What follows belongs to an exercise in optimizing a design on an open flow for small area, a short achievable clock period and few clock cycles; a production flow would make more cautious choices.
Where RTL was checked, it was by simulation tests only, not by an equivalence proof against the original.
Function not checked in runs 1 to 3: the RTL went through the layout flow alone.
The clock port is modelled as an ideal driver, which makes a skipped or thinned clock tree look cheaper than it is; a real chip needs a root buffer or a tree.
No activity file was given, so power comes from the tool's default toggle rates.

**flow/design.v**
```verilog
`timescale 1ns / 1ps
package tmr_pkg;
    localparam int MOTIF_CHARS = 16;
    localparam int BASE_W = 8;
    localparam int LEN_W = 5;
    localparam int RUN_W = 8;
    localparam int SKIP_W = 4;
    localparam int CFG_IDX_W = 2;
    localparam int CFG_DATA_W = 64;
    localparam logic [CFG_IDX_W-1:0] REG_MOTIF_LOW = 2'd0;
    localparam logic [CFG_IDX_W-1:0] REG_MOTIF_HIGH = 2'd1;
    localparam logic [CFG_IDX_W-1:0] REG_MOTIF_LENGTH = 2'd2;
    localparam logic [CFG_IDX_W-1:0] REG_MIN_REPEATS = 2'd3;
    localparam logic [BASE_W-1:0] CHAR_A = 8'h41;
    localparam logic [BASE_W-1:0] CHAR_C = 8'h43;
    localparam logic [BASE_W-1:0] CHAR_G = 8'h47;
    localparam logic [BASE_W-1:0] CHAR_T = 8'h54;
endpackage
`timescale 1ns / 1ps
module tmr_cfg_regs (
    input  logic                                                   aclk,
    input  logic                                                   aresetn,
    input  logic                                                   cfg_valid,
    output logic                                                   cfg_ready,
    input  logic [tmr_pkg::CFG_IDX_W-1:0]                          cfg_index,
    input  logic [tmr_pkg::CFG_DATA_W-1:0]                         cfg_data,
    output logic [tmr_pkg::MOTIF_CHARS-1:0][tmr_pkg::BASE_W-1:0]   motif,
    output logic [1:0]                                             motif_written,
    output logic [tmr_pkg::SKIP_W-1:0]                             len_m1,
    output logic [tmr_pkg::RUN_W-1:0]                              min_rep,
    output logic                                                   min_rep_is1,
    output logic                                                   cfg_ok
);
    logic [tmr_pkg::CFG_DATA_W-1:0] motif_low_reg;
    logic [tmr_pkg::CFG_DATA_W-1:0] motif_high_reg;
    logic [tmr_pkg::SKIP_W-1:0]     len_m1_reg;    
    logic                           len_ok_reg;    
    logic [tmr_pkg::RUN_W-1:0]      min_rep_reg;
    assign cfg_ready = 1'b1;
    logic motif_low_written_reg;
    logic motif_high_written_reg;
    always_ff @(posedge aclk) begin
        if (cfg_valid && (cfg_index == tmr_pkg::REG_MOTIF_LOW)) begin
            motif_low_reg <= cfg_data;
        end
        if (cfg_valid && (cfg_index == tmr_pkg::REG_MOTIF_HIGH)) begin
            motif_high_reg <= cfg_data;
        end
    end
    always_ff @(posedge aclk) begin
        if (!aresetn) begin
            motif_low_written_reg  <= 1'b0;
            motif_high_written_reg <= 1'b0;
        end else if (cfg_valid) begin
            if (cfg_index == tmr_pkg::REG_MOTIF_LOW) begin
                motif_low_written_reg <= 1'b1;
            end
            if (cfg_index == tmr_pkg::REG_MOTIF_HIGH) begin
                motif_high_written_reg <= 1'b1;
            end
        end
    end
    assign motif_written = {motif_high_written_reg, motif_low_written_reg};
    always_ff @(posedge aclk) begin
        if (!aresetn) begin
            len_m1_reg  <= '1;
            len_ok_reg  <= 1'b0;
            min_rep_reg <= tmr_pkg::RUN_W'(1);
        end else if (cfg_valid) begin
            case (cfg_index)
                tmr_pkg::REG_MOTIF_LENGTH: begin
                    len_m1_reg <= cfg_data[tmr_pkg::SKIP_W-1:0] - 1'b1;
                    len_ok_reg <= (cfg_data[tmr_pkg::LEN_W-1:0] != '0) &&
                                  (cfg_data[tmr_pkg::LEN_W-1:0] <= tmr_pkg::LEN_W'(16));
                end
                tmr_pkg::REG_MIN_REPEATS:  min_rep_reg <= cfg_data[tmr_pkg::RUN_W-1:0];
                default: begin
                end
            endcase
        end
    end
    assign motif   = {motif_high_reg, motif_low_reg};
    assign len_m1  = len_m1_reg;
    assign min_rep     = min_rep_reg;
    assign min_rep_is1 = (min_rep_reg == tmr_pkg::RUN_W'(1));
    assign cfg_ok  = len_ok_reg && (min_rep_reg != '0);
endmodule
`timescale 1ns / 1ps
module tmr_scan_ctr (
    input  logic                          aclk,
    input  logic                          step,       
    input  logic                          restart,    
    input  logic [tmr_pkg::SKIP_W-1:0]    len_m1,
    input  logic [tmr_pkg::RUN_W-1:0]     min_rep,
    input  logic                          min_rep_is1,
    input  logic                          match,      
    output logic                          hit
);
    logic [tmr_pkg::SKIP_W-1:0] skip_reg;
    logic [tmr_pkg::RUN_W-1:0]  run_reg;
    logic                       idle;        
    logic [tmr_pkg::RUN_W-1:0]  run_inc;
    assign idle = restart || (skip_reg == '0);
    assign run_inc = run_reg + 1'b1;
    assign hit     = idle && match && (restart ? min_rep_is1 : (run_inc == min_rep));
    always_ff @(posedge aclk) begin
        if (step) begin
            if (!idle) begin
                skip_reg <= skip_reg - 1'b1;
            end else begin
                skip_reg <= match ? len_m1 : '0;
                run_reg  <= match ? (restart ? tmr_pkg::RUN_W'(1) : run_inc) : '0;
            end
        end
    end
endmodule
`timescale 1ns / 1ps
module tmr_window (
    input  logic                                                   aclk,
    input  logic                                                   accept,
    input  logic                                                   restart,
    input  logic [tmr_pkg::BASE_W-1:0]                             base,
    input  logic [tmr_pkg::MOTIF_CHARS-1:0][tmr_pkg::BASE_W-1:0]   motif,
    input  logic [1:0]                                             motif_written,   
    input  logic [tmr_pkg::SKIP_W-1:0]                             len_m1,
    output logic                                                   fwd_match,
    output logic                                                   rev_match
);
    localparam int N = tmr_pkg::MOTIF_CHARS;
    logic [N-1:0] fwd_reg;
    logic [N-1:0] rev_reg;
    logic [N-1:0] fwd_next;
    logic [N-1:0] rev_next;
    logic [N-1:0] eq;
    logic [N-1:0] eqc;
    logic [N-1:0] rev_start;
    logic         is_at;
    logic         is_nuc;
    logic         is_cg;
    logic         is_zero;
    logic [7:0]   base_c;
    assign is_at  = (base == tmr_pkg::CHAR_A) || (base == tmr_pkg::CHAR_T);
    assign is_cg  = (base == tmr_pkg::CHAR_C) || (base == tmr_pkg::CHAR_G);
    assign is_nuc = is_at || is_cg;
    assign is_zero = (base == '0);
    assign base_c = base ^ {3'b000, is_at, 1'b0, is_nuc, 1'b0, is_at};
    always_comb begin
        logic [tmr_pkg::BASE_W-1:0] d;
        logic                       z;
        for (int k = 0; k < N; k++) begin
            d      = base ^ motif[k];
            z      = !(d[7] || d[6] || d[5] || d[3] || d[1]);
            eq[k]  = z && !d[4] && !d[2] && !d[0];
            eqc[k] = z && ((!d[4] && !d[2] && !d[0] && !is_nuc) ||
                           (d[4] && d[2] && d[0] && is_at) ||
                           (!d[4] && d[2] && !d[0] && is_cg));
            if (!motif_written[k / 8]) begin
                eq[k]  = is_zero;
                eqc[k] = is_zero;
            end
            rev_start[k] = (len_m1 <= 4'(k));
        end
        for (int k = 0; k < N; k++) begin
            fwd_next[k] = eq[k] && ((k == 0) || (!restart && fwd_reg[(k == 0) ? 0 : k - 1]));
            rev_next[k] = eqc[k] && (rev_start[k] || (!restart && rev_reg[(k == N - 1) ? k : k + 1]));
        end
    end
    always_ff @(posedge aclk) begin
        if (accept) begin
            fwd_reg <= fwd_next;
            rev_reg <= rev_next;
        end
    end
    assign fwd_match = fwd_reg[len_m1];
    assign rev_match = rev_reg[0];
endmodule
`timescale 1ns / 1ps
module tandem_motif_repeat_detector (
    input  logic                              aclk,
    input  logic                              aresetn,
    input  logic                              s_tvalid,
    output logic                              s_tready,
    input  logic [7:0]                        s_tdata,    
    input  logic [1:0]                        s_tuser,    
    input  logic                              s_tlast,    
    output logic                              m_tvalid,
    input  logic                              m_tready,
    output logic [7:0]                        m_tdata,    
    output logic [0:0]                        m_tuser,    
    input  logic                              cfg_valid,
    output logic                              cfg_ready,
    input  logic [tmr_pkg::CFG_IDX_W-1:0]     cfg_index,
    input  logic [tmr_pkg::CFG_DATA_W-1:0]    cfg_data
);
    logic [tmr_pkg::MOTIF_CHARS-1:0][tmr_pkg::BASE_W-1:0] motif;
    logic [1:0]                 motif_written;
    logic [tmr_pkg::SKIP_W-1:0] len_m1;
    logic [tmr_pkg::RUN_W-1:0]  min_rep;
    logic                       min_rep_is1;
    logic                       cfg_ok;
    logic accept;
    logic ready_reg;
    logic                       in_valid_reg;
    logic [tmr_pkg::BASE_W-1:0] in_base_reg;
    logic                       in_first_reg;
    logic                       in_last_reg;
    logic                       in_region_reg;
    logic                       in_restart;
    logic                       after_last_reg;    
    logic                       fwd_match;
    logic                       rev_match;
    logic scan_valid_reg;
    logic scan_restart_reg;
    logic scan_last_reg;
    logic scan_region_reg;
    logic found_reg;
    logic found_next;
    logic fwd_hit;
    logic rev_hit;
    logic push;
    logic out_valid_reg;
    logic out_found_reg;
    logic out_region_reg;
    logic spare_valid_reg;
    logic spare_found_reg;
    logic spare_region_reg;
    logic pop;
    logic head_valid;
    logic head_found;
    logic head_region;
    logic [2:0] owed;        
    logic       accept_last;
    tmr_cfg_regs u_cfg (
        .aclk      (aclk),
        .aresetn   (aresetn),
        .cfg_valid (cfg_valid),
        .cfg_ready (cfg_ready),
        .cfg_index (cfg_index),
        .cfg_data  (cfg_data),
        .motif     (motif),
        .motif_written (motif_written),
        .len_m1    (len_m1),
        .min_rep     (min_rep),
        .min_rep_is1 (min_rep_is1),
        .cfg_ok    (cfg_ok)
    );
    assign s_tready = ready_reg;
    assign accept   = s_tvalid && ready_reg;
    always_ff @(posedge aclk) begin
        if (!aresetn) begin
            in_valid_reg <= 1'b0;
        end else begin
            in_valid_reg <= accept;
        end
    end
    always_ff @(posedge aclk) begin
        in_base_reg   <= s_tdata;
        in_first_reg  <= s_tuser[1];
        in_last_reg   <= s_tlast;
        in_region_reg <= s_tuser[0];
    end
    assign in_restart = in_first_reg || after_last_reg;
    always_ff @(posedge aclk) begin
        if (!aresetn) begin
            after_last_reg <= 1'b1;
        end else if (in_valid_reg) begin
            after_last_reg <= in_last_reg;
        end
    end
    tmr_window u_window (
        .aclk      (aclk),
        .accept    (in_valid_reg),
        .restart   (in_restart),
        .base      (in_base_reg),
        .motif     (motif),
        .motif_written (motif_written),
        .len_m1    (len_m1),
        .fwd_match (fwd_match),
        .rev_match (rev_match)
    );
    always_ff @(posedge aclk) begin
        if (!aresetn) begin
            scan_valid_reg <= 1'b0;
        end else begin
            scan_valid_reg <= in_valid_reg;
        end
    end
    always_ff @(posedge aclk) begin
        scan_restart_reg <= in_restart;
        scan_last_reg    <= in_last_reg;
        scan_region_reg  <= in_region_reg;
    end
    tmr_scan_ctr u_fwd_scan (
        .aclk    (aclk),
        .step    (scan_valid_reg),
        .restart (scan_restart_reg),
        .len_m1  (len_m1),
        .min_rep     (min_rep),
        .min_rep_is1 (min_rep_is1),
        .match   (fwd_match && cfg_ok),
        .hit     (fwd_hit)
    );
    tmr_scan_ctr u_rev_scan (
        .aclk    (aclk),
        .step    (scan_valid_reg),
        .restart (scan_restart_reg),
        .len_m1  (len_m1),
        .min_rep     (min_rep),
        .min_rep_is1 (min_rep_is1),
        .match   (rev_match && cfg_ok),
        .hit     (rev_hit)
    );
    assign found_next = (found_reg && !scan_restart_reg) || fwd_hit || rev_hit;
    always_ff @(posedge aclk) begin
        if (scan_valid_reg) begin
            found_reg <= found_next;
        end
    end
    assign push = scan_valid_reg && scan_last_reg;
    assign pop         = out_valid_reg && m_tready;
    assign head_valid  = pop ? spare_valid_reg  : out_valid_reg;
    assign head_found  = pop ? spare_found_reg  : out_found_reg;
    assign head_region = pop ? spare_region_reg : out_region_reg;
    always_ff @(posedge aclk) begin
        if (!aresetn) begin
            out_valid_reg   <= 1'b0;
            spare_valid_reg <= 1'b0;
        end else begin
            out_valid_reg   <= head_valid || push;
            spare_valid_reg <= (pop ? 1'b0 : spare_valid_reg) || (push && head_valid);
        end
    end
    always_ff @(posedge aclk) begin
        if (!head_valid) begin
            out_found_reg  <= found_next;
            out_region_reg <= scan_region_reg;
        end else begin
            out_found_reg  <= head_found;
            out_region_reg <= head_region;
        end
        if (push && head_valid) begin
            spare_found_reg  <= found_next;
            spare_region_reg <= scan_region_reg;
        end
    end
    assign owed        = 3'(out_valid_reg) + 3'(spare_valid_reg) + 3'(push) +
                         3'(in_valid_reg && in_last_reg);
    assign accept_last = accept && s_tlast;
    always_ff @(posedge aclk) begin
        if (!aresetn) begin
            ready_reg <= 1'b1;
        end else begin
            ready_reg <= (owed == 3'd0) ||
                         ((owed == 3'd1) && (pop || !accept_last)) ||
                         ((owed == 3'd2) && pop && !accept_last);
        end
    end
    assign m_tvalid   = out_valid_reg;
    assign m_tdata    = {7'd0, out_found_reg};
    assign m_tuser[0] = out_region_reg;
endmodule
```
**flow/flow/run.sh**
```bash
#!/bin/bash
# Standard layout (the standard.sh) with:
#  - repair_timing aiming for a setup slack of 7 ns at the 10 ns clock;
#  - buf_1 as the port buffer (repair upsizes it where timing needs);
#  - CTS with clkbuf_8 leaves of at most 16 sinks and no dummy loads;
#  - the clock tree's root buffer removed after CTS, so the clock port
#    drives the tree's first level (2 clock buffers) directly.
set -euo pipefail
KNOBS=(SETUP_SLACK_MARGIN=7.2
  "BUFFER_PORTS_ARGS=-buffer_cell sky130_fd_sc_hd__buf_1"
  "CTS_ARGS=-sink_clustering_enable -repair_clock_nets -dont_use_dummy_load -root_buf sky130_fd_sc_hd__clkbuf_16 -buf_list sky130_fd_sc_hd__clkbuf_8 -sink_clustering_size 16 -sink_clustering_max_diameter 60")
bash standard.sh "${KNOBS[@]}" cts > make_cts.log 2>&1
RESULTS=$PWD/orfs/results/$FLOW_PLATFORM/tandem_motif_repeat_detector/base \
  openroad -no_init -exit flow/drop_clock_root.tcl > drop_clock_root.log 2>&1
bash standard.sh "${KNOBS[@]}" finish > make_finish.log 2>&1
```
**flow/flow/drop_clock_root.tcl**
```tcl
proc drop_clock_root {} {
  set block [ord::get_db_block]
  set clknet [$block findNet aclk]
  set roots {}
  foreach it [$clknet getITerms] { lappend roots [$it getInst] }
  if {[llength $roots] != 1} { puts "drop_clock_root: port drives [llength $roots] pins, nothing done"; return }
  set root [lindex $roots 0]
  if {![string match "*clkbuf*" [[$root getMaster] getName]]} { puts "drop_clock_root: root is not a clock buffer"; return }
  set outnet ""
  foreach it [$root getITerms] { if {[[$it getMTerm] getName] eq "X"} { set outnet [$it getNet] } }
  set loads {}
  foreach it [$outnet getITerms] { if {[$it getInst] ne $root} { lappend loads $it } }
  if {[llength $loads] > 4} { puts "drop_clock_root: root drives [llength $loads] pins, nothing done"; return }
  foreach it $loads { $it disconnect; $it connect $clknet }
  odb::dbInst_destroy $root
  odb::dbNet_destroy $outnet
  puts "drop_clock_root: port now drives [llength $loads] clock buffers"
}

set results $::env(RESULTS)
read_db $results/4_cts.odb
drop_clock_root
write_db $results/4_cts.odb
```
**flow/standard.sh**
```bash
#!/bin/bash
# synth_recipe.tcl (not shown) runs the flow's synth.tcl, then flattens the netlist and writes it again
# the make line also repeats each setting of config.mk as NAME=value (left out here)
make -C /OpenROAD-flow-scripts/flow DESIGN_CONFIG=/design/flow/config.mk WORK_HOME=/design/flow/orfs CLKGATE_MAP_FILE= SYNTH_SCRIPT=/design/flow/synth_recipe.tcl "${@:-finish}"
```
**flow/config.mk**
```make
export PLATFORM = sky130hd
export DESIGN_NAME = tandem_motif_repeat_detector
export DESIGN_NICKNAME = tandem_motif_repeat_detector
export VERILOG_FILES = /design/flow/design.v
export SDC_FILE = /design/flow/constraint.sdc
export NUM_CORES = 4
export LEC_CHECK = 0
export CAP_MARGIN = 20
export CORE_MARGIN = 2
export CORE_UTILIZATION = 70
export SLEW_MARGIN = 20
```
**flow/constraint.sdc**
```tcl
create_clock -name core_clock -period 10.0 [get_ports {aclk}]
set_input_delay 2.0000 -clock core_clock [delete_from_list [all_inputs] [get_ports {aclk}]]
set_output_delay 2.0000 -clock core_clock [all_outputs]
set_load 0.01 [all_outputs]
```
==> impl_metrics.tcl, run 1 <==
set metrics [dict create \
    outcome "finished clean" \
    synth.ff_latch_count 224 \
    die-area_mm2 0.0165 \
    antenna_found_initial 0 \
    wl_mm 24.6 \
    ant_nets 0 \
    synth-edff-count 189 \
    end_kind "output pin" \
    insertion_delay_ns 0.36 \
    drtIter0Drc 736 \
    grt_util_all_layers 0.293 \
    rsz0062_at_grt "true" \
    final_area_mm2 0.0117 \
    leakagePower_nw 3.98 \
    syn_area_mm2 0.0109 \
    pin_count 94 \
    avgSynthCellArea_um2 12.2 \
    std_cell_rows 45 \
    port-buffer-count 85 \
    min_path_type "reg2reg" \
    dr.pass1.iters 5 \
    max_freq_ghz 0.354 \
    min_period_ns 2.82 \
    stdcell_count 1150 \
    cpMaxStageDelayCell "edfxtp_1" \
    wl_per_cell_um 21.4 \
    finalHoldViolCount 0 \
    ir_drop_uv 135 \
    worstPathCellList "clkbuf_2" \
    grt_pass1_vias 7190 \
    cts_hold_buf 0 \
    drive_above_1_share 0.0811 \
    via_count 7400 \
    final_cell_mix "edfxtp_1 (189), xnor2_1 (83), xor2_1 (77), buf_1 (77)" \
    crit_path_start_kind "flip-flop" \
    initial_core_util 0.715 \
    grt-ovfl-total 0 \
    place_area_mm2 0.0112 \
    finalClockSkew_ns 0.0614 \
    postSynthCellCount 892 \
    chipWidth_um 129 \
    cts_sinks 224 \
    yosysSeqAreaShare 0.587 \
    powerDensity_mw_per_mm2 145 \
    max_stage_delay_ns 0.37 \
    crit_type "reg2out" \
    syn2layout_area_growth_pct 8.05 \
    relSlewSlack 0.465 \
    synth_cell_types 63 \
    maxCapViolCount 0 \
    ys.flop_type "edfxtp_1" \
    path_clk_slew_ns 0.09 \
    finalSetupViolCount 0 \
    viasPerCell 6.43 \
    finalNetCount 1054 \
    crit_fanout 1 \
    die_h_um 129 \
    drc 0 \
    gp_congestion 0.971 \
    hold_slack_ns 0.325 \
    core-area_mm2 0.0152 \
    worst-endpoint-arrival_ns 0.82 \
    required_ns 8.00 \
    grt_max_degree 38 \
    yosysWarnings 4 \
    grt_pass1_wl_mm 37.4 \
    fillers 968 \
    slew_viol_final 0 \
    antennaDiodeCount 0 \
    critPathBufInv 1 \
    min_period_over_period 0.282 \
    setup-tns-final_ns 0 \
    async_flop_share 0 \
    worstMarginPinSlew_ns 0.802 \
    post-dp-hpwl_mm 15.5 \
    fin_util 0.772 \
    dp_cells 1121 \
    crit_family "flip-flops" \
    final_common_cell "edfxtp_1" \
]
==> cells in the mapped netlist (3+ instances only) <==
| master | n | share of area |
|---|---|---|
| and3_1 | 18 | 0.010 |
| buf_6 | 4 | 0.0041 |
| dfxtp_1 | 35 | 0.064 |
| a211oi_1 | 5 | 0.0035 |
| nor2_1 | 24 | 0.0083 |
| nand2b_1 | 15 | 0.0086 |
| and2_1 | 5 | 0.0029 |
| clkbuf_1 | 34 | 0.012 |
| a21boi_0 | 9 | 0.0062 |
| nand3_1 | 46 | 0.021 |
| nor4_1 | 19 | 0.011 |
| mux4_2 | 4 | 0.0083 |
| ha_1 | 7 | 0.0081 |
| buf_4 | 10 | 0.0069 |
| buf_2 | 8 | 0.0037 |
| nor3_1 | 11 | 0.0051 |
| nor4b_1 | 3 | 0.0024 |
| nand4_1 | 4 | 0.0023 |
| or3_1 | 5 | 0.0029 |
| a32oi_1 | 14 | 0.011 |
| xor2_1 | 77 | 0.062 |
| nor2b_1 | 5 | 0.0029 |
| o21ai_2 | 5 | 0.0040 |
| nand2_1 | 46 | 0.016 |
| nand3b_1 | 17 | 0.012 |
| o21a_1 | 3 | 0.0021 |
| a31oi_1 | 6 | 0.0035 |
| mux2i_1 | 4 | 0.0037 |
| edfxtp_1 | 189 | 0.52 |
| xnor2_1 | 83 | 0.067 |
| o211ai_1 | 8 | 0.0055 |
| a21oi_1 | 32 | 0.015 |
| o32a_1 | 3 | 0.0028 |
| inv_1 | 32 | 0.011 |
| buf_1 | 6 | 0.0021 |
| o22ai_1 | 8 | 0.0046 |
| o31ai_1 | 17 | 0.012 |
| o32ai_1 | 11 | 0.0089 |
| o21ai_0 | 27 | 0.012 |
==> per-stage QoR <==
stage          setup slack (ns)  power (mW)
2_1_floorplan              5.89        1.21
3_3_place_gp               6.41        1.25
3_5_place_dp               6.37        1.26
4_1_cts                    7.03        1.72
5_1_grt                    7.14        1.75
6_report                   7.18        1.70
==> final cells by class <==
type,count,area [µm²],share of cell area
sequential,224,6380,0.544
multi-input combinational,583,4160,0.355
timing repair buffer,106,581,0.0495
clock buffer,17,256,0.0219
tap,188,235,0.0200
inverter,32,120,0.0102
==> power breakdown <==
group	leakage [nW]	switching [mW]	internal (mW)
Clock	0.132	0.270	0.172
Combinational	1.79	0.102	0.0709
Sequential	2.06	0.0305	1.05
Total	3.98	0.402	1.30
==> kinds of logic (layout without fill, tap and decap cells) <==
logic type / after synthesis / after routing / share of synthesized area
AOI/OAI and AO/OA: 163 / 163 / 0.103
xor gates and xnor gates: 161 / 161 / 0.131
adders and majority gates: 8 / 8 / 0.00990
buffers and inverters: 94 / 155 / 0.0396
DFF: 224 / 224 / 0.587
muxes: 10 / 10 / 0.0141
other: 2 / 8 / 0.000691
and+or+nand+nor: 230 / 233 / 0.115
==> repair_timing <==
item,in CTS,in global routing
buffers inserted,3,3
endpoints found under the setup margin,150,116
gates resized for setup,21,11
cloned,3,3
pin swaps,3,0
==> routing by layer <==
metal,GRT usage,share of wire,wire (µm)
met1,0.407,0.41,10100
met5,0,0,0
met2,0.489,0.48,11900
met4,0.102,0.027,669
met3,0.0349,0.078,1910
==> path summary, 6_finish.rpt <==
check,start,end,slack [ns],depth (start not counted)
worst min-delay path,in_region_reg,scan_region_reg,0.33,0
worst max-delay path,out_region_reg,m_tuser[0],7.18,1
worst min register to register,in_region_reg,scan_region_reg,0.33,0
worst max register to register,in_base_reg[1],u_window.fwd_reg[11],7.31,6
==> inputs of run 2 (changes only) <==
--- a/flow/flow/run.sh
+++ b/flow/flow/run.sh
@@ -8,3 +8,3 @@
 set -euo pipefail
-KNOBS=(SETUP_SLACK_MARGIN=7.2
+KNOBS=(SETUP_SLACK_MARGIN=7.2 TNS_END_PERCENT=10
   "BUFFER_PORTS_ARGS=-buffer_cell sky130_fd_sc_hd__buf_1"
==> impl_metrics.tcl, run 2 <==
set metrics [dict create \
    power_frac_seq 0.644 \
    synth_top_cell_by_area "edfxtp_1" \
    die-area_mm2 0.0165 \
    synth.ff_latch_count 224 \
    synth-compound-area-share 0.103 \
    p_int_mw 1.29 \
    crit_type "in2reg" \
    synth_cell_types 63 \
    powerDensity_mw_per_mm2 145 \
    dp_slack_ns 6.45 \
    port-buffer-count 85 \
    dr.pass1.iters 5 \
    rsz0062_at_grt "true" \
    syn_area_mm2 0.0109 \
    crit_path_start_kind "primary input" \
    ir_drop_uv 163 \
    setup-tns-final_ns 0 \
    synth_top_area_share 0.522 \
    endpoint "out_region_reg" \
    synthXorXnorAreaFrac 0.131 \
    grt_pass1_vias 6984 \
    crit_fanout 5 \
    die_h_um 129 \
    yosys.area_share.adder 0.00990 \
    p_sw_mw 0.388 \
    antennaDiodeCount 0 \
    finalNetCount 1049 \
    worst_slack_ns 7.12 \
    relSlewSlack 0.315 \
    postSynthCellCount 892 \
    avgSynthCellArea_um2 12.2 \
    synth_most_common_cell "edfxtp_1" \
    min_period_ns 2.88 \
    min_path_type "reg2reg" \
    p_clk_frac 0.258 \
    outcome "finished clean" \
    fin_util 0.764 \
    grt_max_degree 66 \
    p_sw_frac 0.231 \
    leakagePower_nw 3.92 \
    insertion_delay_ns 0.35 \
    ys_top_cells_by_count "edfxtp_1 (189), xnor2_1 (83), xor2_1 (77)" \
    cts_sinks 224 \
    end_kind "flip-flop" \
    ys.flop_type "edfxtp_1" \
    share_comb_of_total_power 0.098 \
    wl_mm 23.3 \
    gp_congestion 0.970 \
    finalSetupViolCount 0 \
    final_common_cell "edfxtp_1" \
    finalHoldViolCount 0 \
    yosysWarnings 4 \
    viasPerCell 6.43 \
    timing.rr.end "u_window.rev_reg[10]" \
    worstMarginPinSlew_ns 1.02 \
    synth_top_family_by_area "XOR/XNOR gates" \
    required_ns 10.10 \
    initial_core_util 0.715 \
    grt_util_all_layers 0.278 \
    worst-endpoint-arrival_ns 2.98 \
    path_clk_slew_ns 0.09 \
    drive_above_1_share 0.0658 \
    std_cell_rows 45 \
    wl_per_cell_um 20.3 \
    final_cell_mix "edfxtp_1 (189), xnor2_1 (83), buf_1 (80)" \
    reg2reg_depth 6 \
    antenna_found_initial 0 \
    ant_nets 0 \
    critPathLaunch "m_tready" \
    fillers 981 \
    min_from "in_region_reg" \
    drtIter0Drc 672 \
    core-area_mm2 0.0152 \
    max_freq_ghz 0.348 \
    slew_viol_final 0 \
    synth-edff-count 189 \
    chipWidth_um 129 \
    synthMuxAreaShare 0.0141 \
    min_period_over_period 0.288 \
    syn2layout_area_growth_pct 6.85 \
    grt_pass1_wl_mm 35.7 \
    maxCapViolCount 0 \
    grt-ovfl-total 0 \
    yosysSeqAreaShare 0.587 \
    async_flop_share 0 \
    pin_count 94 \
    post-dp-hpwl_mm 15.4 \
    finalClockSkew_ns 0.0382 \
    r2r-start "in_base_reg[6]" \
    via_count 7357 \
    reg2reg_slack_ns 7.18 \
    drc 0 \
    yosys.area_share.simple 0.115 \
    synth_area_leaders "edfxtp_1 (52%), xnor2_1 (6.7%), dfxtp_1 (6.4%), xor2_1 (6.2%), nand3_1 (2.1%)" \
]
[run 2: cells by family after synthesis]
kind of cell | after synthesis
simple gates | 230
flops | 224
compound gates | 163
xor+xnor | 161
buf+inv | 94
mux | 10
fa+ha+maj | 8
other cells | 2
[run 2: how the worst min path moves through the flow]
| stage | slack, ns | depth (start not counted) | endpoint |
|---|---|---|---|
| final | 0.34 | 0 | scan_region_reg |
| after global routing | 0.35 | 0 | scan_region_reg |
| after CTS | 0.34 | 0 | scan_region_reg |
| after detailed placement | 0.32 | 0 | scan_region_reg |
| after global placement | 0.31 | 0 | scan_region_reg |
| after floorplan | 0.31 | 0 | scan_region_reg |
[run 2: power groups by stage]
stage / sequential [mW] / clock, mW / combinational (mW)
4_1_cts: 1.08 / 0.468 / 0.161
3_3_place_gp: 1.10 / 0 / 0.152
3_5_place_dp: 1.10 / 0 / 0.159
5_1_grt: 1.09 / 0.475 / 0.181
6_report: 1.08 / 0.433 / 0.165
2_1_floorplan: 1.09 / 0 / 0.120
[run 2: stage by stage]
| stage | cells | instance area, µm² | hold WS (ns) | total power [mW] |
|---|---|---|---|---|
| 4_1_cts | 1141 | 11600 | 0.340 | 1.71 |
| 2_1_floorplan | 898 | 10900 | 0.310 | 1.21 |
| 6_report | 1145 | 11600 | 0.339 | 1.68 |
| 5_1_grt | 1145 | 11600 | 0.351 | 1.74 |
| 3_3_place_gp | 1122 | 11200 | 0.311 | 1.25 |
| 3_5_place_dp | 1122 | 11200 | 0.320 | 1.26 |
[run 2: metal layers]
metal  vias up  wire length, µm  global-route usage
li1       3388                -                   -
met1      3567             9510               0.379
met2       357            11500               0.480
met3        45             1730              0.0320
met4         0              543              0.0748
met5         -                0                   0
[run 2: timing repair]
| action | 4_1_cts | 5_1_grt |
|---|---|---|
| cloned | 0 | 3 |
| pin swaps | 0 | 1 |
| resized for setup | 7 | 12 |
| endpoints found under the setup margin | 148 | 146 |
| hold buffers | 0 | 0 |
| buffers inserted | 1 | 2 |
[run 2: critical path: stages]
cell and delay [ns]:
buf_1 0.09, inv_1 0.05, o21ai_0 0.45, mux2_2 0.39
[run 2: area by class of cell]
class	instances	area, µm²	area share
Sequential cell	224	6380	0.549
Multi-Input combinational cell	580	4100	0.353
Timing Repair Buffer	104	519	0.0447
Clock buffer	17	256	0.0221
Tap cell	188	235	0.0203
Inverter	32	120	0.0103
==> inputs of run 3 (changes only) <==
--- a/flow/config.mk
+++ b/flow/config.mk
@@ -9,3 +9,3 @@
 export CORE_MARGIN = 2
-export CORE_UTILIZATION = 70
+export CORE_UTILIZATION = 80
 export SLEW_MARGIN = 20
==> impl_metrics.tcl, run 3 <==
set metrics [dict create \
    grt_pass1_wl_mm 38.8 \
    min_period_over_period 0.289 \
    viasPerCell 6.94 \
    setup-tns-final_ns 0 \
    crit_type "in2reg" \
    insertion_delay_ns 0.35 \
    crit_path_start_kind "primary input" \
    ir_drop_uv 164 \
    grt_max_degree 66 \
    dp_cells 1110 \
    worstPathCellList "buf_1 -> and3b_2 -> buf_12" \
    async_flop_share 0 \
    crit_fanout 65 \
    avgSynthCellArea_um2 12.2 \
    synth_top_area_share 0.522 \
    final_common_cell "edfxtp_1" \
    leakagePower_nw 3.91 \
    share_comb_of_total_power 0.102 \
    min_period_ns 2.89 \
    slew_viol_final 0 \
    use_met3 0.0429 \
    powerDensity_mw_per_mm2 147 \
    power_frac_seq 0.637 \
    synth_most_common_cell "edfxtp_1" \
    syn2layout_area_growth_pct 6.71 \
    ys_top_cells_by_count "edfxtp_1 (189), xnor2_1 (83), xor2_1 (77)" \
    rsz0062_at_grt "true" \
    pin_count 94 \
    grt_util_all_layers 0.348 \
    outcome "finished clean" \
    grt_pass1_vias 7564 \
    cts_sinks 224 \
    yosysSeqAreaShare 0.587 \
    stdcell_count 1132 \
    antennaDiodeCount 0 \
    power_mw 1.71 \
    finalClockSkew_ns 0.0664 \
    chipWidth_um 121 \
    cpMaxStageDelayCell "buf_12" \
    gr-usage-met2 0.588 \
    fin_util 0.875 \
    grt_busiest_layer "met2" \
    antenna_found_initial 0 \
    p_sw_mw 0.413 \
    min_path_type "reg2reg" \
    place_area_mm2 0.0112 \
    post-dp-hpwl_mm 16.4 \
    via_count 7855 \
    r2r-start "in_base_reg[6]" \
    worst-endpoint-arrival_ns 2.84 \
    max_stage_delay_ns 0.30 \
    end_kind "flip-flop" \
    maxCapViolCount 0 \
    core-area_mm2 0.0132 \
    postSynthCellCount 892 \
    synth.ff_latch_count 224 \
    whs_path_depth 0 \
    critPathBufInv 2 \
    fillers 595 \
    std_cell_rows 42 \
    min_from "in_region_reg" \
    hold_end "scan_region_reg" \
    wl_per_cell_um 23.5 \
    p_clk_frac 0.261 \
    finalSetupViolCount 0 \
    required_ns 9.94 \
    die-area_mm2 0.0145 \
    final_cell_mix "edfxtp_1 (189), xnor2_1 (83), buf_1 (83)" \
    initial_core_util 0.820 \
    synth_top_cell_by_area "edfxtp_1" \
    wl_mm 26.6 \
    gp_congestion 0.897 \
    reg2reg_depth 7 \
    drive_above_1_share 0.0649 \
    drtIter0Drc 1216 \
    grt-ovfl-total 0 \
    path_clk_slew_ns 0.08 \
    timing.rr.end "u_window.rev_reg[1]" \
    synth_area_leaders "edfxtp_1 (52%), xnor2_1 (6.7%), dfxtp_1 (6.4%), xor2_1 (6.2%), nand3_1 (2.1%)" \
    finalNetCount 1048 \
    final_area_mm2 0.0116 \
    p_sw_frac 0.242 \
    die_h_um 121 \
    ys.flop_type "edfxtp_1" \
    syn_area_mm2 0.0109 \
    drc 0 \
    finalHoldViolCount 0 \
    crit_family "buffers and inverters" \
    relSlewSlack 0.440 \
    worstMarginPinSlew_ns 0.839 \
    yosysWarnings 4 \
    met1_usage 0.470 \
    max_freq_ghz 0.346 \
    dr.pass1.iters 5 \
    synth_cell_types 63 \
    reg2reg_slack_ns 7.12 \
    port-buffer-count 85 \
    p_int_mw 1.29 \
    synth-edff-count 189 \
    ant_nets 0 \
]
run 3: cell counts after synthesis:
No cell type changed its count.
run 3: per-layer routing:
metal,vias to the layer above,wire length (µm)
li1,3381,-
met1,3718,9270
met2,651,13200
met3,105,3130
met4,0,1080
met5,-,0
run 3: power groups by stage:
stage	Clock, mW	Sequential, mW	Combinational [mW]
floorplan	0	1.09	0.120
finish	0.446	1.09	0.174
detailed placement	0	1.10	0.161
CTS	0.463	1.08	0.165
global placement	0	1.10	0.151
global route	0.470	1.09	0.187
run 3: area by class of cell:
cell class | instances | area [µm²] | area share
tap | 176 | 220 | 0.0190
clock buffer | 17 | 256 | 0.0221
sequential | 224 | 6380 | 0.550
timing repair buffer | 103 | 507 | 0.0437
inverter | 32 | 120 | 0.0104
multi-input combinational | 580 | 4110 | 0.354
run 3: worst max path at each step:
stage	from	endpoint	slack, ns	cells past startpoint
after detailed placement	cfg_index[0]	u_cfg.motif_high_reg[34]	6.48	3
after global placement	cfg_index[0]	u_cfg.motif_high_reg[49]	6.52	3
final	cfg_index[0]	u_cfg.motif_high_reg[11]	7.11	3
after CTS	out_region_reg	m_tuser[0]	7.00	1
after floorplan	cfg_valid	u_cfg.motif_low_reg[0]	5.89	1
after global routing	in_base_reg[6]	u_window.rev_reg[1]	7.05	7
run 3: per-stage QoR:
step                      hold WS [ns]  worst slack (ns)
after floorplan                  0.310              5.89
after global placement           0.315              6.52
after detailed placement         0.334              6.48
after CTS                        0.354              7.00
after global routing             0.362              7.05
final                            0.369              7.11
run 3: cells by family (layout without fill, tap and decap cells):
family	count (synthesis)	in the layout	share of synthesized area
AOI/OAI and AO/OA	163	163	0.103
xor gates and xnor gates	161	161	0.131
adders and majority gates	8	8	0.00990
buffers and inverters	94	152	0.0396
DFF	224	224	0.587
muxes	10	10	0.0141
other	2	8	0.000691
and+or+nand+nor	230	230	0.115
run 3: what timing repair did:
action                                 in CTS  in global routing
gates resized for setup                    14                  7
cloned                                      0                  2
buffers inserted                            1                  2
hold buffers                                0                  0
endpoints found under the hold margin       0                  0
setup endpoints to repair                 149                156
==> inputs of run 4 (changes only) <==
--- a/flow/design.v
+++ b/flow/design.v
@@ -332,10 +332,13 @@
     end
+    logic keep_head;
+    logic take_spare;
+    logic take_new;
+    assign keep_head  = out_valid_reg && !pop;
+    assign take_spare = pop && spare_valid_reg;
+    assign take_new   = !head_valid;
     always_ff @(posedge aclk) begin
-        if (!head_valid) begin
-            out_found_reg  <= found_next;
-            out_region_reg <= scan_region_reg;
-        end else begin
-            out_found_reg  <= head_found;
-            out_region_reg <= head_region;
-        end
+        out_found_reg  <= (keep_head && out_found_reg) || (take_spare && spare_found_reg) ||
+                          (take_new && found_next);
+        out_region_reg <= (keep_head && out_region_reg) || (take_spare && spare_region_reg) ||
+                          (take_new && scan_region_reg);
         if (push && head_valid) begin
--- a/flow/flow/run.sh
+++ b/flow/flow/run.sh
@@ -8,3 +8,3 @@
 set -euo pipefail
-KNOBS=(SETUP_SLACK_MARGIN=7.2 TNS_END_PERCENT=10
+KNOBS=(SETUP_SLACK_MARGIN=7.2
   "BUFFER_PORTS_ARGS=-buffer_cell sky130_fd_sc_hd__buf_1"
--- a/flow/config.mk
+++ b/flow/config.mk
@@ -9,3 +9,3 @@
 export CORE_MARGIN = 2
-export CORE_UTILIZATION = 80
+export CORE_UTILIZATION = 70
 export SLEW_MARGIN = 20
==> impl_metrics.tcl, run 4 <==
set metrics [dict create \
    crit_family "flip-flops" \
    setup-tns-final_ns 0 \
    finalSetupViolCount 0 \
    fin_util 0.784 \
    powerDensity_mw_per_mm2 146 \
    crit_path_start_kind "flip-flop" \
    path_clk_slew_ns 0.09 \
    rsz0062_at_grt "true" \
    worstPathCellList "buf_6" \
    via_count 7081 \
    core-area_mm2 0.0146 \
    synth.ff_latch_count 224 \
    finalClockSkew_ns 0.0288 \
    avgSynthCellArea_um2 12.0 \
    yosysWarnings 4 \
    ant_nets 0 \
    ir_drop_uv 142 \
    power_frac_seq 0.651 \
    post-dp-hpwl_mm 15.3 \
    drive_above_1_share 0.0690 \
    die-area_mm2 0.0161 \
    share_comb_of_total_power 0.089 \
    max_freq_ghz 0.357 \
    min_path_type "reg2reg" \
    drtIter0Drc 762 \
    pin_count 94 \
    wl_per_cell_um 20.3 \
    cpMaxStageDelayCell "dfxtp_4" \
    synth_area_leaders "edfxtp_1 (53%), xor2_1 (9.4%), dfxtp_1 (7.0%), xnor2_1 (3.8%), nand2_1 (2.8%)" \
    syn_area_mm2 0.0106 \
    synth_top_cell_by_area "edfxtp_1" \
    grt_max_degree 36 \
    ys_top_cells_by_count "edfxtp_1 (187), xor2_1 (113), nand2_1 (78)" \
    die_h_um 127 \
    p_sw_mw 0.386 \
    initial_core_util 0.722 \
    insertion_delay_ns 0.34 \
    dr.pass1.iters 5 \
    gp_congestion 0.888 \
    yosysSeqAreaShare 0.601 \
    finalNetCount 1048 \
    p_sw_frac 0.231 \
    port-buffer-count 85 \
    grt_util_all_layers 0.285 \
    std_cell_rows 44 \
    antenna_found_initial 0 \
    cts_sinks 224 \
    max_stage_delay_ns 0.36 \
    slew_viol_final 0 \
    critPathBufInv 1 \
    end_kind "output pin" \
    relSlewSlack 0.438 \
    dp_slack_ns 6.36 \
    min_period_over_period 0.280 \
    cts_hold_buf 0 \
    grt_pass1_wl_mm 35.8 \
    worst-endpoint-arrival_ns 0.80 \
    viasPerCell 6.21 \
    min_period_ns 2.80 \
    outcome "finished clean" \
    syn2layout_area_growth_pct 8.57 \
    worstMarginPinSlew_ns 0.843 \
    antennaDiodeCount 0 \
    postSynthCellCount 882 \
    async_flop_share 0 \
    worst_slack_ns 7.20 \
    synth-edff-count 187 \
    synth_cell_types 62 \
    crit_type "reg2out" \
    finalHoldViolCount 0 \
    synth_top_area_share 0.531 \
    maxCapViolCount 0 \
    ys.flop_type "edfxtp_1" \
    power_mw 1.67 \
    final_common_cell "edfxtp_1" \
    hold_slack_ns 0.330 \
    p_int_mw 1.29 \
    grt_pass1_vias 7016 \
    final_cell_mix "edfxtp_1 (187), xor2_1 (113), nand2_1 (78)" \
    drc 0 \
    chipWidth_um 127 \
    synth_most_common_cell "edfxtp_1" \
    required_ns 8.00 \
    leakagePower_nw 3.97 \
    crit_fanout 2 \
    grt-ovfl-total 0 \
    wl_mm 23.1 \
    p_clk_frac 0.260 \
]
-- run 4: path summary, 6_finish.rpt --
kind         slack (ns)                start              end  cells after the start
min                0.33        in_region_reg  scan_region_reg                      0
max                7.20        out_valid_reg         m_tvalid                      1
min reg2reg        0.33        in_region_reg  scan_region_reg                      0
max reg2reg        7.41  u_cfg.len_m1_reg[1]        found_reg                      6
-- run 4: layout make-up --
class	instances	area [µm²]
clock buffers	17	256
fillers	939	3160
inverters	19	71.3
multi-input cells	597	3990
flip-flops and latches	224	6370
well taps	184	230
repair buffers	99	562
-- run 4: cells by family after synthesis --
family,after synthesis,synth area share
buffers and inverters,70,0.0303
other,2,0.000710
xor gates and xnor gates,162,0.138
DFF,224,0.601
and+or+nand+nor,265,0.128
AOI/OAI and AO/OA,146,0.0860
adders and majority gates,8,0.0102
muxes,5,0.00603
-- run 4: what timing repair did --
item | 4_1_cts | 5_1_grt
pin swaps | 3 | 3
gates resized for setup | 25 | 17
setup endpoints to repair | 158 | 166
setup buffers | 3 | 2
cloned | 3 | 3
endpoints found under the hold margin | 0 | 0
-- run 4: metal layers --
layer  vias up  global-route usage  share of wire
met5         -                   0              0
met4         0              0.0853          0.022
met3        48              0.0523          0.086
met2       336               0.485           0.49
met1      3385               0.381           0.40
li1       3312                   -              -
-- run 4: per-stage QoR --
step                area (µm²)  instances
floorplan                10600        888
global placement         11000       1112
detailed placement       11000       1112
CTS                      11400       1136
global route             11500       1140
finish                   11500       1140
-- run 4: worst reg2reg max path: cells and delay by family (launching register included) --
kind	cells	cell delay [ns]
AOI/OAI and AO/OA	3	0.66
DFF	1	0.61
muxes	1	0.56
and+or+nand+nor	2	0.50
-- run 4: power groups by stage --
stage	registers (mW)	clock network, mW	logic [mW]
floorplan	1.09	0	0.109
global placement	1.11	0	0.128
detailed placement	1.11	0	0.136
CTS	1.09	0.466	0.143
global route	1.09	0.471	0.165
finish	1.09	0.435	0.149
Testbench counts of run 4, summed over its fixed seeds: cycles 41,687.
==> inputs of run 5 (changes only) <==
--- a/flow/flow/run.sh
+++ b/flow/flow/run.sh
@@ -1,10 +1,15 @@
 #!/bin/bash
-# Standard layout (the standard.sh) with:
-#  - repair_timing aiming for a setup slack of 7 ns at the 10 ns clock;
-#  - buf_1 as the port buffer (repair upsizes it where timing needs);
+# The standard layout (standard.sh: standard synthesis and ORFS steps at
+# the design's clock period and SDC), with these changes to how it is made:
+#  - repair_timing aims for a setup slack of 7.2 ns at the 10 ns clock, so
+#    sizing and buffering shorten the critical paths;
+#  - buf_1 as the port buffer of every input and output (repair upsizes it
+#    where timing needs);
 #  - CTS with clkbuf_8 leaves of at most 16 sinks and no dummy loads;
-#  - the clock tree's root buffer removed after CTS, so the clock port
-#    drives the tree's first level (2 clock buffers) directly.
+#  - after CTS, the tree's root buffer is removed so the clock port drives
+#    the tree's first level (2 clock buffers) directly.
+# Each step's output goes to its own log: make_cts.log, drop_clock_root.log,
+# make_finish.log here, and ORFS's per-step logs under orfs/logs/.
 set -euo pipefail
-KNOBS=(SETUP_SLACK_MARGIN=7.2
+KNOBS=(SETUP_SLACK_MARGIN=7.0
   "BUFFER_PORTS_ARGS=-buffer_cell sky130_fd_sc_hd__buf_1"
==> impl_metrics.tcl, run 5 <==
set metrics [dict create \
    synth_top_cell_by_area "edfxtp_1" \
    drc 0 \
    synth-edff-count 187 \
    crit_type "in2reg" \
    dr.pass1.iters 5 \
    grt-ovfl-total 0 \
    worst_slack_ns 6.97 \
    final_common_cell "edfxtp_1" \
    synth.ff_latch_count 224 \
    yosysSeqAreaShare 0.601 \
    crit_family "simple AND/OR/NAND/NOR gates" \
    critPathBufInv 1 \
    wl_per_cell_um 19.8 \
    synth_top_area_share 0.531 \
    fillers 927 \
    synth_cell_types 62 \
    powerDensity_mw_per_mm2 147 \
    antennaDiodeCount 0 \
    via_count 6943 \
    port-buffer-count 85 \
    worstMarginPinSlew_ns 1.08 \
    crit_path_start_kind "primary input" \
    maxCapViolCount 0 \
    grt_util_all_layers 0.280 \
    synth_area_leaders "edfxtp_1 (53%), xor2_1 (9.4%), dfxtp_1 (7.0%), xnor2_1 (3.8%), nand2_1 (2.8%)" \
    worstPathCellList "buf_1 -> and3b_4" \
    required_ns 9.95 \
    synth_most_common_cell "edfxtp_1" \
    ir_drop_uv 147 \
    min_period_ns 3.03 \
    path_clk_slew_ns 0.09 \
    post-dp-hpwl_mm 15.3 \
    die-area_mm2 0.0161 \
    crit_fanout 33 \
    grt_pass1_vias 6932 \
    dp_slack_ns 6.33 \
    outcome "finished clean" \
    drive_above_1_share 0.0474 \
    syn2layout_area_growth_pct 6.73 \
    viasPerCell 6.13 \
    finalNetCount 1041 \
    setup-tns-final_ns 0 \
    final_cell_mix "edfxtp_1 (187), xor2_1 (113), buf_1 (81)" \
    chipWidth_um 127 \
    grt_pass1_wl_mm 35.3 \
    ys.flop_type "edfxtp_1" \
    antenna_found_initial 0 \
    pin_count 94 \
    dp_cells 1113 \
    drtIter0Drc 708 \
    initial_core_util 0.722 \
    min_path_type "reg2reg" \
    gp_congestion 0.882 \
    postSynthCellCount 882 \
    finalHoldViolCount 0 \
    stdcell_count 1133 \
    std_cell_rows 44 \
    async_flop_share 0 \
    core-area_mm2 0.0146 \
    finalSetupViolCount 0 \
    relSlewSlack 0.278 \
    cts_sinks 224 \
    syn_area_mm2 0.0106 \
    min_period_over_period 0.303 \
    end_kind "flip-flop" \
    leakagePower_nw 3.89 \
    cpMaxStageDelayCell "and3b_4" \
    grt_max_degree 66 \
    slew_viol_final 0 \
    die_h_um 127 \
    finalClockSkew_ns 0.0266 \
    worst-endpoint-arrival_ns 2.98 \
    max_freq_ghz 0.330 \
    rsz0062_at_grt "true" \
    max_stage_delay_ns 0.64 \
    yosysWarnings 4 \
    avgSynthCellArea_um2 12.0 \
    ys_top_cells_by_count "edfxtp_1 (187), xor2_1 (113), nand2_1 (78)" \
    cts_hold_buf 0 \
    wl_mm 22.4 \
    ant_nets 0 \
    insertion_delay_ns 0.34 \
]
run 5: cell counts after synthesis:
Identical to the previous run, type by type.
run 5: through the flow:
step                instance area, µm²  power, mW  hold WS (ns)  utilization
global placement                 11000       1.24         0.315        0.749
detailed placement               11000       1.25         0.322        0.749
CTS                              11300       1.69         0.338        0.771
floorplan                        10600       1.20         0.310            -
finish                           11300       1.66         0.338        0.771
global route                     11300       1.72         0.357        0.771
run 5: area by class of cell:
class                      instances  area [µm²]  area share
sequential                       224        6360       0.564
timing repair buffer              94         413      0.0366
tap                              184         230      0.0204
clock buffer                      17         256      0.0227
multi-input combinational        595        3960       0.350
inverter                          19        71.3     0.00632
run 5: cells by family after synthesis:
logic type               Yosys count  share of synthesized area
AND/OR/NAND/NOR                  265                      0.128
other                              2                   0.000710
flip-flops                       224                      0.601
multiplexers                       5                    0.00603
buffers and inverters             70                     0.0303
adder cells (fa/ha/maj)            8                     0.0102
AO/OA/AOI/OAI                    146                     0.0860
XOR/XNOR                         162                      0.138
run 5: final timing paths:
kind                  startpoint                        to  slack [ns]  cells after the start
setup reg to reg  in_base_reg[3]       u_window.rev_reg[5]        7.21                      6
hold reg to reg    in_region_reg           scan_region_reg        0.34                      0
setup / recovery    cfg_index[0]  u_cfg.motif_high_reg[13]        6.97                      2
hold / removal     in_region_reg           scan_region_reg        0.34                      0
run 5: repair_timing:
action | 4_1_cts | 5_1_grt
resized for setup | 10 | 8
setup endpoints to repair | 96 | 148
gates cloned | 1 | 1
setup buffers | 1 | 0
pin swaps | 0 | 2
run 5: worst register-to-register path, delay by kind of cell, from the launching register on:
kind | cells | cell delay, ns
and+or+nand+nor | 4 | 1.16
DFF | 1 | 1.03
AOI/OAI and AO/OA | 2 | 0.46
run 5: power breakdown:
part | total (mW) | switching (mW) | internal [mW]
registers | 1.09 | 0.0361 | 1.05
clock network | 0.434 | 0.262 | 0.172
logic | 0.141 | 0.0828 | 0.0580
run 5: metal layers:
| metal | global-route usage | share of wire | vias up | wire length [µm] |
|---|---|---|---|---|
| li1 | - | - | 3290 | - |
| met1 | 0.378 | 0.42 | 3343 | 9300 |
| met2 | 0.482 | 0.50 | 267 | 11100 |
| met3 | 0.0405 | 0.064 | 43 | 1440 |
| met4 | 0.0756 | 0.023 | 0 | 518 |
| met5 | 0 | 0 | - | 0 |
==> inputs of run 6 (changes only) <==
--- a/flow/flow/run.sh
+++ b/flow/flow/run.sh
@@ -13,3 +13,3 @@
 set -euo pipefail
-KNOBS=(SETUP_SLACK_MARGIN=7.0
+KNOBS=(SETUP_SLACK_MARGIN=7.2
   "BUFFER_PORTS_ARGS=-buffer_cell sky130_fd_sc_hd__buf_1"
==> impl_metrics.tcl, run 6 <==
set metrics [dict create \
    rsz0062_at_grt "true" \
    core-area_mm2 0.0146 \
    outcome "finished clean" \
    ys.flop_type "edfxtp_1" \
    p_int_mw 1.29 \
    crit_family "flip-flops" \
    wl_per_cell_um 20.3 \
    maxCapViolCount 0 \
    viasPerCell 6.21 \
    min_path_type "reg2reg" \
    p_sw_frac 0.231 \
    critPathBufInv 1 \
    antennaDiodeCount 0 \
    async_flop_share 0 \
    yosysSeqAreaShare 0.601 \
    min_from "in_region_reg" \
    dr.pass1.iters 5 \
    grt_max_degree 36 \
    p_sw_mw 0.386 \
    synth-edff-count 187 \
    cpMaxStageDelayCell "dfxtp_4" \
    die-area_mm2 0.0161 \
    power_mw 1.67 \
    p_clk_frac 0.260 \
    synth_top_area_share 0.531 \
    drtIter0Drc 762 \
    drc 0 \
    min_period_over_period 0.280 \
    grt_pass1_vias 7016 \
    worstMarginPinSlew_ns 0.843 \
    worstPathCellList "buf_6" \
    min_period_ns 2.80 \
    crit_path_start_kind "flip-flop" \
    ys_top_cells_by_count "edfxtp_1 (187), xor2_1 (113), nand2_1 (78)" \
    ir_drop_uv 142 \
    grt_util_all_layers 0.285 \
    setup-tns-final_ns 0 \
    synth_most_common_cell "edfxtp_1" \
    final_area_mm2 0.0115 \
    synth_area_leaders "edfxtp_1 (53%), xor2_1 (9.4%), dfxtp_1 (7.0%), xnor2_1 (3.8%), nand2_1 (2.8%)" \
    finalHoldViolCount 0 \
    synth.ff_latch_count 224 \
    fin_util 0.784 \
    hold_end "scan_region_reg" \
    via_count 7081 \
    leakagePower_nw 3.97 \
    powerDensity_mw_per_mm2 146 \
    slew_viol_final 0 \
    syn_area_mm2 0.0106 \
    pin_count 94 \
    cts_sinks 224 \
    timing.rr.end "found_reg" \
    worst-endpoint-arrival_ns 0.80 \
    postSynthCellCount 882 \
    post-dp-hpwl_mm 15.3 \
    share_comb_of_total_power 0.089 \
    die_h_um 127 \
    chipWidth_um 127 \
    ant_nets 0 \
    finalClockSkew_ns 0.0288 \
    final_cell_mix "edfxtp_1 (187), xor2_1 (113), nand2_1 (78)" \
    port-buffer-count 85 \
    drive_above_1_share 0.0690 \
    reg2reg_slack_ns 7.41 \
    cts_hold_buf 0 \
    std_cell_rows 44 \
    grt_pass1_wl_mm 35.8 \
    antenna_found_initial 0 \
    path_clk_slew_ns 0.09 \
    required_ns 8.00 \
    relSlewSlack 0.438 \
    synth_top_cell_by_area "edfxtp_1" \
    avgSynthCellArea_um2 12.0 \
    reg2reg_depth 6 \
    finalNetCount 1048 \
    end_kind "output pin" \
    crit_type "reg2out" \
    crit_fanout 2 \
    insertion_delay_ns 0.34 \
    power_frac_seq 0.651 \
    synth_cell_types 62 \
    final_common_cell "edfxtp_1" \
    syn2layout_area_growth_pct 8.57 \
    gp_congestion 0.888 \
    finalSetupViolCount 0 \
    whs_path_depth 0 \
    initial_core_util 0.722 \
    max_freq_ghz 0.357 \
    wl_mm 23.1 \
    grt-ovfl-total 0 \
    hold_slack_ns 0.330 \
    max_stage_delay_ns 0.36 \
    r2r-start "u_cfg.len_m1_reg[1]" \
    yosysWarnings 4 \
    place_area_mm2 0.0110 \
]
## run 6: repair_timing
item                       in CTS  in global routing
pin swaps                       3                  3
buffers inserted                3                  2
setup endpoints to repair     158                166
resized for setup              25                 17
gates cloned                    3                  3
## run 6: cells by family after synthesis
family,synth area share
AO/OA/AOI/OAI,0.0860
AND/OR/NAND/NOR,0.128
XOR/XNOR,0.138
adder cells (fa/ha/maj),0.0102
buffers and inverters,0.0303
multiplexers,0.00603
other,0.000710
flip-flops,0.601
## run 6: how the worst max path moves through the flow
| stage | slack, ns | cells past startpoint | start | endpoint |
|---|---|---|---|---|
| 2_1_floorplan | 5.89 | 1 | cfg_valid | u_cfg.motif_low_reg[0] |
| 3_3_place_gp | 6.41 | 2 | cfg_index[1] | u_cfg.motif_high_reg[40] |
| 3_5_place_dp | 6.36 | 2 | cfg_index[1] | u_cfg.motif_high_reg[28] |
| 4_1_cts | 7.05 | 1 | out_valid_reg | m_tvalid |
| 5_1_grt | 7.18 | 1 | out_valid_reg | m_tvalid |
| 6_report | 7.20 | 1 | out_valid_reg | m_tvalid |
## run 6: worst register-to-register path, cell delays in order (launching register included)
cell      delay, ns
dfxtp_2        0.61
mux4_2         0.56
nand2_1        0.08
a211oi_1       0.12
o21ai_2        0.37
a21oi_1        0.17
or3_1          0.42
## run 6: layout make-up
class	instances	area (µm²)
Timing Repair Buffer	99	562
Clock buffer	17	256
Fill cell	939	3160
Multi-Input combinational cell	597	3990
Inverter	19	71.3
Sequential cell	224	6370
Tap cell	184	230
## run 6: power groups by stage
stage / clock network (mW) / logic (mW) / registers (mW)
floorplan: 0 / 0.109 / 1.09
global placement: 0 / 0.128 / 1.11
detailed placement: 0 / 0.136 / 1.11
CTS: 0.466 / 0.143 / 1.09
global route: 0.471 / 0.165 / 1.09
finish: 0.435 / 0.149 / 1.09
## run 6: layer usage
metal	GRT usage	vias up	wire length, µm
li1	-	3312	-
met1	0.381	3385	9240
met2	0.485	336	11400
met3	0.0523	48	2000
met4	0.0853	0	510
met5	0	-	0
## run 6: per-stage QoR
stage / worst slack [ns] / cells
2_1_floorplan: 5.89 / 888
3_3_place_gp: 6.41 / 1112
3_5_place_dp: 6.36 / 1112
4_1_cts: 7.05 / 1136
5_1_grt: 7.18 / 1140
6_report: 7.20 / 1140
==> inputs of run 7 (changes only) <==
--- a/flow/flow/run.sh
+++ b/flow/flow/run.sh
@@ -13,3 +13,5 @@
 set -euo pipefail
-KNOBS=(SETUP_SLACK_MARGIN=7.2
+export MY_ABC_SCRIPT=$PWD/flow/abc_area.script
+KNOBS=(SYNTH_SCRIPT=$PWD/flow/synth.tcl
+  SETUP_SLACK_MARGIN=7.2
   "BUFFER_PORTS_ARGS=-buffer_cell sky130_fd_sc_hd__buf_1"
==> flow/flow/abc_area.script (new file) <==
strash
&get -n
&fraig -x
&put
scorr
dc2
dretime
strash
&get -n
&dch -f
&nf -R 1000
&put
topo
stime -c
buffer -c
upsize -c
dnsize -c
==> flow/flow/synth.tcl (new file) <==
# The standard synthesis script (synth_recipe.tcl), except that ABC maps
# the logic with an area-oriented script (abc_area.script beside this file);
# registers are mapped before ABC, so they are the standard synthesis's.
proc synth {args} { yosys synth -nofsm -noshare {*}$args }
proc abc {args} {
  set i [lsearch -exact $args -script]
  if {$i >= 0} { set args [lreplace $args $i [expr {$i+1}] -script $::env(MY_ABC_SCRIPT)] }
  yosys abc {*}$args
}
source $::env(SCRIPTS_DIR)/synth.tcl
# left out here: clear keep_hierarchy, flatten, clean up, hide names made inside functions, write 1_2_yosys.v
==> impl_metrics.tcl, run 7 <==
set metrics [dict create \
    synth_top_area_share 0.554 \
    grt_max_degree 66 \
    powerDensity_mw_per_mm2 150 \
    yosysWarnings 4 \
    grt-ovfl-total 0 \
    path_clk_slew_ns 0.10 \
    gp_congestion 0.920 \
    grt_util_all_layers 0.296 \
    dr.pass1.iters 8 \
    synth_cell_types 59 \
    viasPerCell 6.56 \
    postSynthCellCount 848 \
    ys_top_cells_by_count "edfxtp_1 (187), nor2_1 (61), nand2_1 (60)" \
    min_period_over_period 0.282 \
    place_area_mm2 0.0106 \
    yosys.area_share.simple 0.118 \
    ant_nets 0 \
    initial_core_util 0.724 \
    reg2reg_depth 9 \
    slew_viol_final 0 \
    min_from "in_region_reg" \
    wl_per_cell_um 21.4 \
    required_ns 10.06 \
    ys.flop_type "edfxtp_1" \
    hold_end "scan_region_reg" \
    final_cell_mix "edfxtp_1 (187), buf_1 (76), nand2_1 (59)" \
    ir_drop_uv 146 \
    insertion_delay_ns 0.36 \
    final_common_cell "edfxtp_1" \
    p_clk_frac 0.263 \
    timing.rr.end "u_window.rev_reg[6]" \
    yosysSeqAreaShare 0.627 \
    dp_slack_ns 6.30 \
    share_comb_of_total_power 0.084 \
    antennaDiodeCount 0 \
    rsz0062_at_grt "true" \
    synthXorXnorAreaFrac 0.0830 \
    via_count 7264 \
    reg2reg_slack_ns 7.26 \
    finalSetupViolCount 0 \
    port-buffer-count 85 \
    fillers 903 \
    worst-endpoint-arrival_ns 2.88 \
    crit_path_start_kind "primary input" \
    pin_count 94 \
    grt_pass1_wl_mm 36.6 \
    end_kind "flip-flop" \
    power_frac_seq 0.653 \
    grt_pass1_vias 7143 \
    synthMuxAreaShare 0 \
    p_sw_mw 0.388 \
    drive_above_1_share 0.0852 \
    synth_area_leaders "edfxtp_1 (55%), dfxtp_1 (7.3%), xor2_1 (4.7%), xnor2_1 (3.6%), a21oi_1 (2.9%)" \
    crit_fanout 32 \
    cts_sinks 224 \
    yosys.area_share.adder 0.0106 \
    final_area_mm2 0.0111 \
    min_path_type "reg2reg" \
    drtIter0Drc 824 \
    whs_path_depth 0 \
    finalNetCount 1019 \
    synth_most_common_cell "edfxtp_1" \
    p_sw_frac 0.233 \
    antenna_found_initial 0 \
    synth_top_cell_by_area "edfxtp_1" \
    maxCapViolCount 0 \
    async_flop_share 0 \
    die_h_um 124 \
    finalClockSkew_ns 0.0500 \
    min_period_ns 2.82 \
    worst_slack_ns 7.18 \
    wl_mm 23.7 \
    syn_area_mm2 0.0101 \
    relSlewSlack 0.523 \
    die-area_mm2 0.0155 \
    drc 0 \
    post-dp-hpwl_mm 15.5 \
    p_int_mw 1.28 \
    power_mw 1.67 \
    synth-edff-count 187 \
    chipWidth_um 124 \
    core-area_mm2 0.0140 \
    setup-tns-final_ns 0 \
    crit_type "in2reg" \
    synth-compound-area-share 0.129 \
    outcome "finished clean" \
    avgSynthCellArea_um2 11.9 \
    r2r-start "in_base_reg[7]" \
    finalHoldViolCount 0 \
    synth_top_family_by_area "compound AO/OA/AOI/OAI gates" \
    synth.ff_latch_count 224 \
    syn2layout_area_growth_pct 9.37 \
    leakagePower_nw 3.70 \
    worstMarginPinSlew_ns 0.711 \
    std_cell_rows 43 \
    max_freq_ghz 0.355 \
]
[run 7: worst max path at each step]
stage,from,end,slack (ns),depth (start not counted)
floorplan,cfg_valid,u_cfg.motif_low_reg[0],5.89,1
global placement,cfg_valid,u_cfg.motif_low_reg[10],6.39,3
detailed placement,cfg_valid,u_cfg.motif_low_reg[18],6.30,3
CTS,out_region_reg,m_tuser[0],7.09,1
global route,in_base_reg[7],u_window.rev_reg[6],7.11,9
finish,cfg_index[1],u_cfg.motif_low_reg[17],7.18,4
[run 7: per-layer routing]
layer / up-vias / wire length (µm) / global-route usage
met5: - / 0 / 0
met4: 0 / 795 / 0.114
met3: 50 / 2100 / 0.0460
met2: 404 / 11800 / 0.498
met1: 3518 / 9030 / 0.391
li1: 3292 / - / -
[run 7: final cells by class]
class,instances,area [µm²],share of cell area
sequential,224,6370,0.575
multi-input combinational,557,3570,0.322
timing repair buffer,98,532,0.0480
clock buffer,17,256,0.0231
tap,180,225,0.0203
inverter,29,118,0.0106
timing repair inverter,2,10.0,0.000903
[run 7: cell families (layout without fill, tap and decap cells)]
kind of cell,after synthesis,after routing
buf+inv,73,146
compound gates,202,202
xor+xnor,96,96
other cells,2,8
simple gates,243,243
flops,224,224
fa+ha+maj,8,8
[run 7: through the flow]
step / hold slack, ns / util / std cells
final: 0.350 / 0.792 / 1107
after global routing: 0.359 / 0.792 / 1107
after CTS: 0.356 / 0.787 / 1104
after detailed placement: 0.321 / 0.756 / 1080
after global placement: 0.310 / 0.756 / 1080
after floorplan: 0.310 / - / 854
[run 7: what timing repair did]
item,4_1_cts,5_1_grt
gates resized for setup,30,17
gates cloned,2,3
setup buffers,4,1
endpoints found under the setup margin,164,77
hold buffers,0,0
pin swaps,0,1
[run 7: critical path: stages]
cell	delay [ns]
buf_1	0.19
nor3b_4	0.22
buf_4	0.22
buf_16	0.23
[run 7: power by group through the flow]
stage	Clock, mW	Sequential, mW	Combinational [mW]
5_1_grt	0.478	1.09	0.154
3_5_place_dp	0	1.11	0.128
4_1_cts	0.467	1.09	0.134
6_report	0.437	1.09	0.140
2_1_floorplan	0	1.09	0.0969
3_3_place_gp	0	1.11	0.121
==> inputs of run 8 (changes only) <==
--- a/flow/flow/abc_area.script
+++ b/flow/flow/abc_area.script
@@ -12,2 +12,7 @@
 &put
+strash
+&get -n
+&dch -f
+&nf -R 1000
+&put
 topo
==> impl_metrics.tcl, run 8 <==
set metrics [dict create \
    dr.pass1.iters 8 \
    grt_pass1_vias 6858 \
    finalClockSkew_ns 0.0108 \
    min_from "in_region_reg" \
    wl_met3_mm 1.74 \
    grt_max_degree 66 \
    finalSetupViolCount 0 \
    crit_type "in2reg" \
    grt-ovfl-total 0 \
    min_period_ns 2.79 \
    worstMarginPinSlew_ns 0.814 \
    viasPerCell 6.34 \
    grt_util_all_layers 0.282 \
    avgSynthCellArea_um2 12.1 \
    wl_met2_mm 11.0 \
    whs_path_depth 0 \
    initial_core_util 0.708 \
    via_count 7011 \
    syn_area_mm2 0.0102 \
    top_layer "met4" \
    crit_fanout 33 \
    chipWidth_um 125 \
    ys_top_cells_by_count "edfxtp_1 (187), nor2_1 (69), nand2_1 (62)" \
    post-dp-hpwl_mm 15.1 \
    path_clk_slew_ns 0.10 \
    cts_hold_buf 0 \
    antenna_found_initial 0 \
    maxCapViolCount 0 \
    place_area_mm2 0.0106 \
    port-buffer-count 85 \
    min_path_type "reg2reg" \
    synth.ff_latch_count 224 \
    std_cell_rows 44 \
    die_h_um 125 \
    setup-tns-final_ns 0 \
    final_cell_mix "edfxtp_1 (187), buf_1 (76), nor2_1 (67)" \
    power_mw 1.65 \
    core-area_mm2 0.0144 \
    end_kind "flip-flop" \
    worstPathCellList "buf_1 -> nor3b_4 -> buf_4 -> buf_12" \
    final_common_cell "edfxtp_1" \
    dp_slack_ns 6.33 \
    pin_count 94 \
    relSlewSlack 0.453 \
    max_stage_delay_ns 0.26 \
    cpMaxStageDelayCell "nor3b_4" \
    critPathLaunch "cfg_index[1]" \
    synth_most_common_cell "edfxtp_1" \
    drtIter0Drc 769 \
    synth_top_area_share 0.552 \
    ys.flop_type "edfxtp_1" \
    timing.rr.end "out_found_reg" \
    powerDensity_mw_per_mm2 148 \
    synth_top_cell_by_area "edfxtp_1" \
    drt-met1-wl_mm 8.85 \
    cts_sinks 224 \
    hold_end "scan_region_reg" \
    outcome "finished clean" \
    finalHoldViolCount 0 \
    slew_viol_final 0 \
    insertion_delay_ns 0.33 \
    wl_per_cell_um 20.3 \
    gp_congestion 0.891 \
    synth_cell_types 69 \
    ir_drop_uv 144 \
    max_freq_ghz 0.358 \
    drive_above_1_share 0.0945 \
    die-area_mm2 0.0155 \
    drc 0 \
    yosysWarnings 4 \
    wl_mm 22.4 \
]
[run 8: per-stage QoR]
step            util  std cells
6_report       0.777       1105
3_3_place_gp   0.740       1076
4_1_cts        0.768       1097
2_1_floorplan      -        844
5_1_grt        0.777       1105
3_5_place_dp   0.740       1076
[run 8: routing by layer]
layer / global-route usage / vias to the layer above
li1: - / 3247
met1: 0.380 / 3354
met2: 0.483 / 357
met3: 0.0309 / 53
met4: 0.101 / 0
met5: 0 / -
[run 8: final cells by class]
class	instances	area [µm²]
Fill cell	943	3210
Clock buffer	16	243
Multi-Input combinational cell	547	3630
Timing Repair Buffer	106	581
Tap cell	184	230
Sequential cell	224	6370
Inverter	28	110
[run 8: kinds of logic (layout without fill, tap and decap cells)]
logic type / after synthesis / after routing / share of synthesized area
AO/OA/AOI/OAI: 184 / 184 / 0.125
XOR/XNOR: 102 / 102 / 0.0886
adder cells (fa/ha/maj): 8 / 8 / 0.0106
buffers and inverters: 73 / 150 / 0.0325
flip-flops: 224 / 224 / 0.625
multiplexers: 1 / 1 / 0.00221
other: 2 / 8 / 0.000738
AND/OR/NAND/NOR: 244 / 244 / 0.115
[run 8: how the worst max path moves through the flow]
stage,cells after the start,slack (ns),end
after CTS,1,7.08,m_tvalid
after global routing,14,7.10,out_found_reg
after detailed placement,3,6.33,u_cfg.motif_low_reg[32]
after global placement,3,6.38,u_cfg.motif_low_reg[26]
after floorplan,1,5.89,u_cfg.motif_low_reg[0]
final,4,7.21,u_cfg.motif_low_reg[40]
[run 8: where the power goes]
group | total [mW] | leakage (nW) | switching, mW | internal [mW]
Clock | 0.421 | 0.125 | 0.258 | 0.164
Sequential | 1.08 | 2.05 | 0.0312 | 1.05
Combinational | 0.149 | 1.53 | 0.0901 | 0.0585
[run 8: critical path, delay by kind of cell]
family	cells	cell delay, ns
buffers and inverters	3	0.52
and+or+nand+nor	1	0.26
[run 8: what timing repair did]
action                                  CTS  global route
buffers inserted                          3             8
cloned                                    1             1
pin swaps                                 1             7
gates resized for setup                  28            19
endpoints found under the setup margin  165           166

Setup slack of run 8, layout unchanged: 7.209 ns with ideal ports, 7.166 ns with driving cells assumed (clock clkbuf_16, inputs buf_2), 6.859 ns with port delays also shifted by the 0.382 ns mid clock arrival.
